Context: an optimization exercise on an open-source flow, tuned for small area and a short achievable clock period. The choices shown serve that exercise and are no tape-out recipe. In this exercise RTL edits were held to simulation tests only and were not proved equivalent to the original. Power figures rest on the tool's default switching activity, not on a simulated workload.

==> design.v <==
module qmax_update_table #(
  parameter int                    ADDR_WIDTH = 6,
  parameter int                    DATA_WIDTH = 32,
  parameter int                    DEPTH      = 64,
  parameter int                    IS_FLOAT   = 1,
  parameter logic [DATA_WIDTH-1:0] INIT_VALUE = '0
) (
  input  logic                  i_clk,
  input  logic                  i_rst_n,
  input  logic                  i_clear,
  output logic                  o_busy,
  input  logic                  i_rd_en,
  input  logic [ADDR_WIDTH-1:0] i_rd_addr,
  output logic [DATA_WIDTH-1:0] o_rd_data,
  output logic                  o_rd_valid,
  input  logic                  i_upd_en,
  input  logic [ADDR_WIDTH-1:0] i_upd_addr,
  input  logic [DATA_WIDTH-1:0] i_upd_data,
  input  logic                  i_upd_mode,
  output logic                  o_improved
);
  localparam logic [ADDR_WIDTH-1:0] LAST_ADDR = ADDR_WIDTH'(DEPTH - 1);
  localparam logic [ADDR_WIDTH:0]   DEPTH_L   = (ADDR_WIDTH + 1)'(DEPTH);
  typedef enum logic {ST_CLEAR, ST_IDLE} state_e;
  state_e                  state_q;
  logic [ADDR_WIDTH-1:0]   cnt_q;
  logic                    s1_valid_q;
  logic                    s1_mode_q;
  logic [ADDR_WIDTH-1:0]   s1_addr_q;
  logic [DATA_WIDTH-1:0]   s1_data_q;
  logic [DATA_WIDTH-1:0]   s1_old_q;
  logic [DATA_WIDTH-1:0]   rd_data_q;
  logic                    rd_valid_q;
  logic                    improved_q;
  logic [DATA_WIDTH-1:0]   mem [DEPTH];
  logic                    accept;
  logic                    cand_gt;
  logic                    commit;
  logic                    improved_d;
  logic                    rd_in_range;
  logic                    upd_in_range;
  logic [DATA_WIDTH-1:0]   rd_data_d;
  logic [DATA_WIDTH-1:0]   upd_old_d;
  function automatic logic [DATA_WIDTH-1:0] fkey(input logic [DATA_WIDTH-1:0] x);
    fkey = x[DATA_WIDTH-1] ? ~x : (x ^ {1'b1, {(DATA_WIDTH-1){1'b0}}});
  endfunction
  always_comb begin
    cand_gt = 1'b0;
    if (IS_FLOAT != 0) cand_gt = fkey(s1_data_q) > fkey(s1_old_q);
    else               cand_gt = $signed(s1_data_q) > $signed(s1_old_q);
  end
  assign accept     = (state_q == ST_IDLE) && !i_clear;
  assign commit     = s1_valid_q && accept && (!s1_mode_q || cand_gt);
  assign improved_d = s1_valid_q && accept && s1_mode_q && cand_gt;
  assign rd_in_range  = {1'b0, i_rd_addr} < DEPTH_L;
  assign upd_in_range = {1'b0, i_upd_addr} < DEPTH_L;
  always_comb begin
    rd_data_d = INIT_VALUE;
    if (rd_in_range) begin
      if (commit && (s1_addr_q == i_rd_addr)) rd_data_d = s1_data_q;
      else                                    rd_data_d = mem[i_rd_addr];
    end
  end
  always_comb begin
    upd_old_d = INIT_VALUE;
    if (upd_in_range) begin
      if (commit && (s1_addr_q == i_upd_addr)) upd_old_d = s1_data_q;
      else                                     upd_old_d = mem[i_upd_addr];
    end
  end
  always_ff @(posedge i_clk) begin
    if (state_q == ST_CLEAR) mem[cnt_q]     <= INIT_VALUE;
    else if (commit)         mem[s1_addr_q] <= s1_data_q;
  end
  always_ff @(posedge i_clk or negedge i_rst_n) begin
    if (!i_rst_n) begin
      state_q    <= ST_CLEAR;
      cnt_q      <= '0;
      s1_valid_q <= 1'b0;
      s1_mode_q  <= 1'b0;
      s1_addr_q  <= '0;
      s1_data_q  <= '0;
      s1_old_q   <= '0;
      rd_data_q  <= '0;
      rd_valid_q <= 1'b0;
      improved_q <= 1'b0;
    end else begin
      case (state_q)
        ST_CLEAR: begin
          cnt_q <= cnt_q + 1'b1;
          if (cnt_q == LAST_ADDR) begin
            state_q <= ST_IDLE;
            cnt_q   <= '0;
          end
        end
        ST_IDLE: begin
          if (i_clear) begin
            state_q <= ST_CLEAR;
            cnt_q   <= '0;
          end
        end
        default: state_q <= ST_CLEAR;
      endcase
      s1_valid_q <= accept && i_upd_en && upd_in_range;
      if (accept && i_upd_en) begin
        s1_mode_q <= i_upd_mode;
        s1_addr_q <= i_upd_addr;
        s1_data_q <= i_upd_data;
        s1_old_q  <= upd_old_d;
      end
      rd_valid_q <= accept && i_rd_en;
      if (accept && i_rd_en) rd_data_q <= rd_data_d;
      improved_q <= improved_d;
    end
  end
  assign o_busy     = (state_q == ST_CLEAR);
  assign o_rd_data  = rd_data_q;
  assign o_rd_valid = rd_valid_q;
  assign o_improved = improved_q;
endmodule
==> run.sh <==
#!/bin/bash
# synth_recipe.tcl (not shown) runs the flow's synth.tcl, then flattens the netlist and writes it again
# the make line also repeats each setting of config.mk as NAME=value (left out here)
make -C /OpenROAD-flow-scripts/flow DESIGN_CONFIG=/design/flow/config.mk WORK_HOME=/design/flow/orfs CLKGATE_MAP_FILE= SYNTH_SCRIPT=/design/flow/synth_recipe.tcl finish
==> config.mk <==
export PLATFORM = sky130hd
export DESIGN_NAME = qmax_update_table
export DESIGN_NICKNAME = qmax_update_table
export VERILOG_FILES = /design/flow/design.v
export SDC_FILE = /design/flow/constraint.sdc
export NUM_CORES = 4
export LEC_CHECK = 0
export CAP_MARGIN = 20
export CORE_MARGIN = 2
export CORE_UTILIZATION = 40
export SLEW_MARGIN = 20
==> constraint.sdc <==
create_clock -name core_clock -period 5.5 [get_ports {i_clk}]
set_input_delay 1.1000 -clock core_clock [delete_from_list [all_inputs] [get_ports {i_clk}]]
set_output_delay 1.1000 -clock core_clock [all_outputs]
set_load 0.01 [all_outputs]
==> results_dict.tcl <==
set metrics [dict create \
    status "no timing/DRC/antenna violations" \
    place_inst 8020 \
    final-setup-viol-count 0 \
    die_area_um2 255200 \
    first_pass_iters 6 \
    drtIter0Drc 7869 \
    hold_viol_final 0 \
    tightest_slew_ns 1.138 \
    synth.most_common_cell "edfxtp_1" \
    power_mw 42.55 \
    seq_area_um2 64330 \
    grt_pass1_wl_um 457000 \
    cts_resized 0 \
    synth_top_area_share_pct 61.22 \
    netlist_area_um2 100500 \
    yosys.area.top_type "edfxtp_1" \
    skew_ns 0.06705 \
    initial_core_util_pct 40.33 \
    period_minus_slack_ns 5.230 \
    cp_max_fo 23 \
    grt_pass1_vias 55443 \
    drive_gt1_share_pct 40.93 \
    final_util_pct 46.32 \
    core_um2 249100 \
    cts.sinks 2161 \
    final_cells 8442 \
    cp.buffers_inverters 2 \
    worstPathCellList "inv_1, ha_1, nand4_2, nor4_2, nand4_1, or3_4, o2111a_2, nor2_4, and3_1, a31o_2, nand2_1, nor2_4, buf_4" \
    synthesis.nets 4745 \
    track_usage_pct 25.79 \
    vias 55147 \
    worst_r2r_path_depth 13 \
    numCtsBuffers 221 \
    grt_antenna_before_repair 22 \
    finalWirelength_um 330600 \
    maxSlewViolCount 0 \
    synth.distinct_cells 60 \
    cts_tree "done" \
    ant_nets 0 \
    clock_path_buffers 3 \
    crit_slowest_cell "dfrtp_2" \
    synth_commonest_cells "edfxtp_1 (2048), mux4_2 (1344), clkbuf_1 (246)" \
    cap_violations 0 \
    synth_edf_count 2048 \
    port_buffers 84 \
    ys.flop_type "edfxtp_1" \
    netlist_instances 4662 \
    path_delay_family "simple AND/OR/NAND/NOR gates" \
    p_per_area_nw_per_um2 368.8 \
    pin_count 85 \
    yosysWarnings 1 \
    cp-start-kind "flip-flop" \
    arrival_ns 5.70 \
    fill_cells 20612 \
    multi_input_area_um2 35140 \
    fmax_mhz 191.2 \
    die_y_um 505.1 \
    synth-async-reset-ratio_pct 5.229 \
    hold_ws_ns 0.2341 \
    fin_nets 4997 \
    drcViolationCount 0 \
    cp-end-kind "flip-flop" \
    cts_hold_repair.buffers 0 \
    clk_latency_ns 0.89 \
    fin_crit_sh_pct 95.09 \
    p_leak_nw 39.29 \
    synth_seq_area_share_pct 64.03 \
    num_rows 183 \
    grt_overflow 0 \
    cts_setup_buffers 0 \
    dp_hpwl_um 207100 \
    setup_tns_ns 0 \
    clkSlewWorstSetupHoldPaths_ns 0.06 \
    rsz0062_at_grt "no" \
    avgSynthCellArea_um2 21.55 \
    hp-class "in -> async" \
    irDropWorstVdd_uv 304.9 \
    synth.ff_latch_count 2161 \
    synth_area_leaders "edfxtp_1 (61%), mux4_2 (30%), dfrtp_1 (2.8%)" \
    critical-path-max-stage-delay_ns 0.75 \
    path_depth 13 \
    path_class "reg -> reg" \
    cp.required_ns 5.97 \
    slew_headroom_pct 24.17 \
    cts.htree.levels 4 \
    grt_max_degree 83 \
    crit_top_cell "nor2_4" \
    root_buffer "clkbuf_16" \
    place.gp.congestion 0.8749 \
    area_growth_pct 14.86 \
    wl_per_cell_um 39.16 \
    via_per_inst 6.532 \
    die_x_um 505.1 \
]
worst paths after layout:
| check | end | slack, ns | startpoint |
|---|---|---|---|
| min in group core_clock | s1_old_q[1]$_DFFE_PN0P_ | 0.56 | s1_old_q[1]$_DFFE_PN0P_ |
| hold / removal | s1_data_q[13]$_DFFE_PN0P_ | 0.23 | i_rst_n |
| setup / recovery | mem[14][1]$_DFFE_PP_ | 0.27 | s1_data_q[31]$_DFFE_PN0P_ |
| setup reg to reg | mem[14][1]$_DFFE_PP_ | 0.27 | s1_data_q[31]$_DFFE_PN0P_ |
| max in group asynchronous | s1_data_q[31]$_DFFE_PN0P_ | 4.05 | i_rst_n |
| hold reg to reg | s1_old_q[1]$_DFFE_PN0P_ | 0.56 | s1_old_q[1]$_DFFE_PN0P_ |
placed cells by master, fill, tap and decap left out, types with 10 or more instances in the layout:
cell type / Yosys / final
a21oi_1: 50 / 47
a31oi_1: 68 / 66
buf_12: 0 / 74
buf_4: 0 / 245
bufinv_16: 0 / 27
clkbuf_1: 246 / 45
clkbuf_16: 0 / 223
clkdlybuf4s50_1: 0 / 73
clkinv_1: 4 / 53
clkinv_2: 0 / 32
clkinv_4: 0 / 10
dfrtp_1: 113 / 111
edfxtp_1: 2048 / 2048
ha_1: 33 / 33
inv_1: 44 / 44
mux4_2: 1344 / 1344
nand2_1: 160 / 158
nor2_1: 139 / 74
nor2_4: 1 / 66
o21ai_0: 84 / 84
or3_1: 32 / 32
xnor2_1: 41 / 41
xor2_1: 32 / 32
per-stage QoR:
step	cell area (um^2)	setup slack, ns
final	115400	0.2701
after global routing	115400	0.01186
after CTS	115300	0.3177
after detailed placement	108000	0.3344
after global placement	108000	0.4963
after floorplan	100500	0.1578
power breakdown:
part	internal [mW]	switching, mW	total [mW]
clock	8.75	6.62	15.4
combinational	2.80	4.29	7.08
sequential	19.0	1.12	20.1
flip-flops by register name, summed over array words and instances, names as in the netlist:
name and flops:
s1_data_q 32, cnt_q 6, state_q 1, rd_valid_q 1, s1_old_q 32, s1_mode_q 1, s1_addr_q 6, mem 2048
s1_valid_q 1, rd_data_q 32, improved_q 1
layer usage:
metal / wire, um / GRT usage, % / vias to the layer above
li1: - / - / 20987
met1: 129500 / 36.39 / 30459
met2: 152600 / 39.37 / 3163
met3: 34700 / 6.165 / 526
met4: 13690 / 8.990 / 12
met5: 66 / 0 / -
cell families (layout without fill, tap and decap cells):
kind of cell             after synthesis  in the layout  synth area share [%]
buffers and inverters                421            864                 1.612
multiplexers                        1349           1349                 30.18
AO/OA/AOI/OAI                        245            245                 1.487
XOR/XNOR                              73             73                0.6364
AND/OR/NAND/NOR                      380            381                 1.638
other                                  0              6                     0
flip-flops                          2161           2161                 64.03
adder cells (fa/ha/maj)               33             33                0.4110
final cells by class:
cell class                 instances  area share (%)
sequential                      2161           55.75
inverter                          48          0.1670
clock inverter                   145           1.371
multi-input combinational       2081           30.46
antenna                            6         0.01301
clock buffer                     270           5.007
timing repair buffer             401           3.622
tap                             3330           3.611

-- what the ideal ports hide --
How much do the figures lean on ideal ports? The routed layout below was timed once more, with nothing changed but the port constraints.
Step 1: set_driving_cell puts a clkbuf_16 on i_clk and a buf_2 on each other input, an assumption about the parent block.
Step 2 adds t to the input delays and takes it off the output delays; t is the mean of the earliest and latest rising clock arrival at the registers after step 1. Input paths then give back, and output paths get back, about the clock's delay inside the block.
Slacks: ideal ports / drivers / drivers and shift; pairs: ideal ports / drivers.
shift t [ns]: 0.948
slack for setup (ns): 0.270 / 0.270 / 0.270
worst setup path at the end: register to register
worst register clock-pin slew, ns: 0.07 / 0.07
pins driven straight from the clock port: 1
After both steps this run still meets setup and hold. The setup slack of this run moves by 0.000 ns with the drivers and by 0.000 ns with both steps.
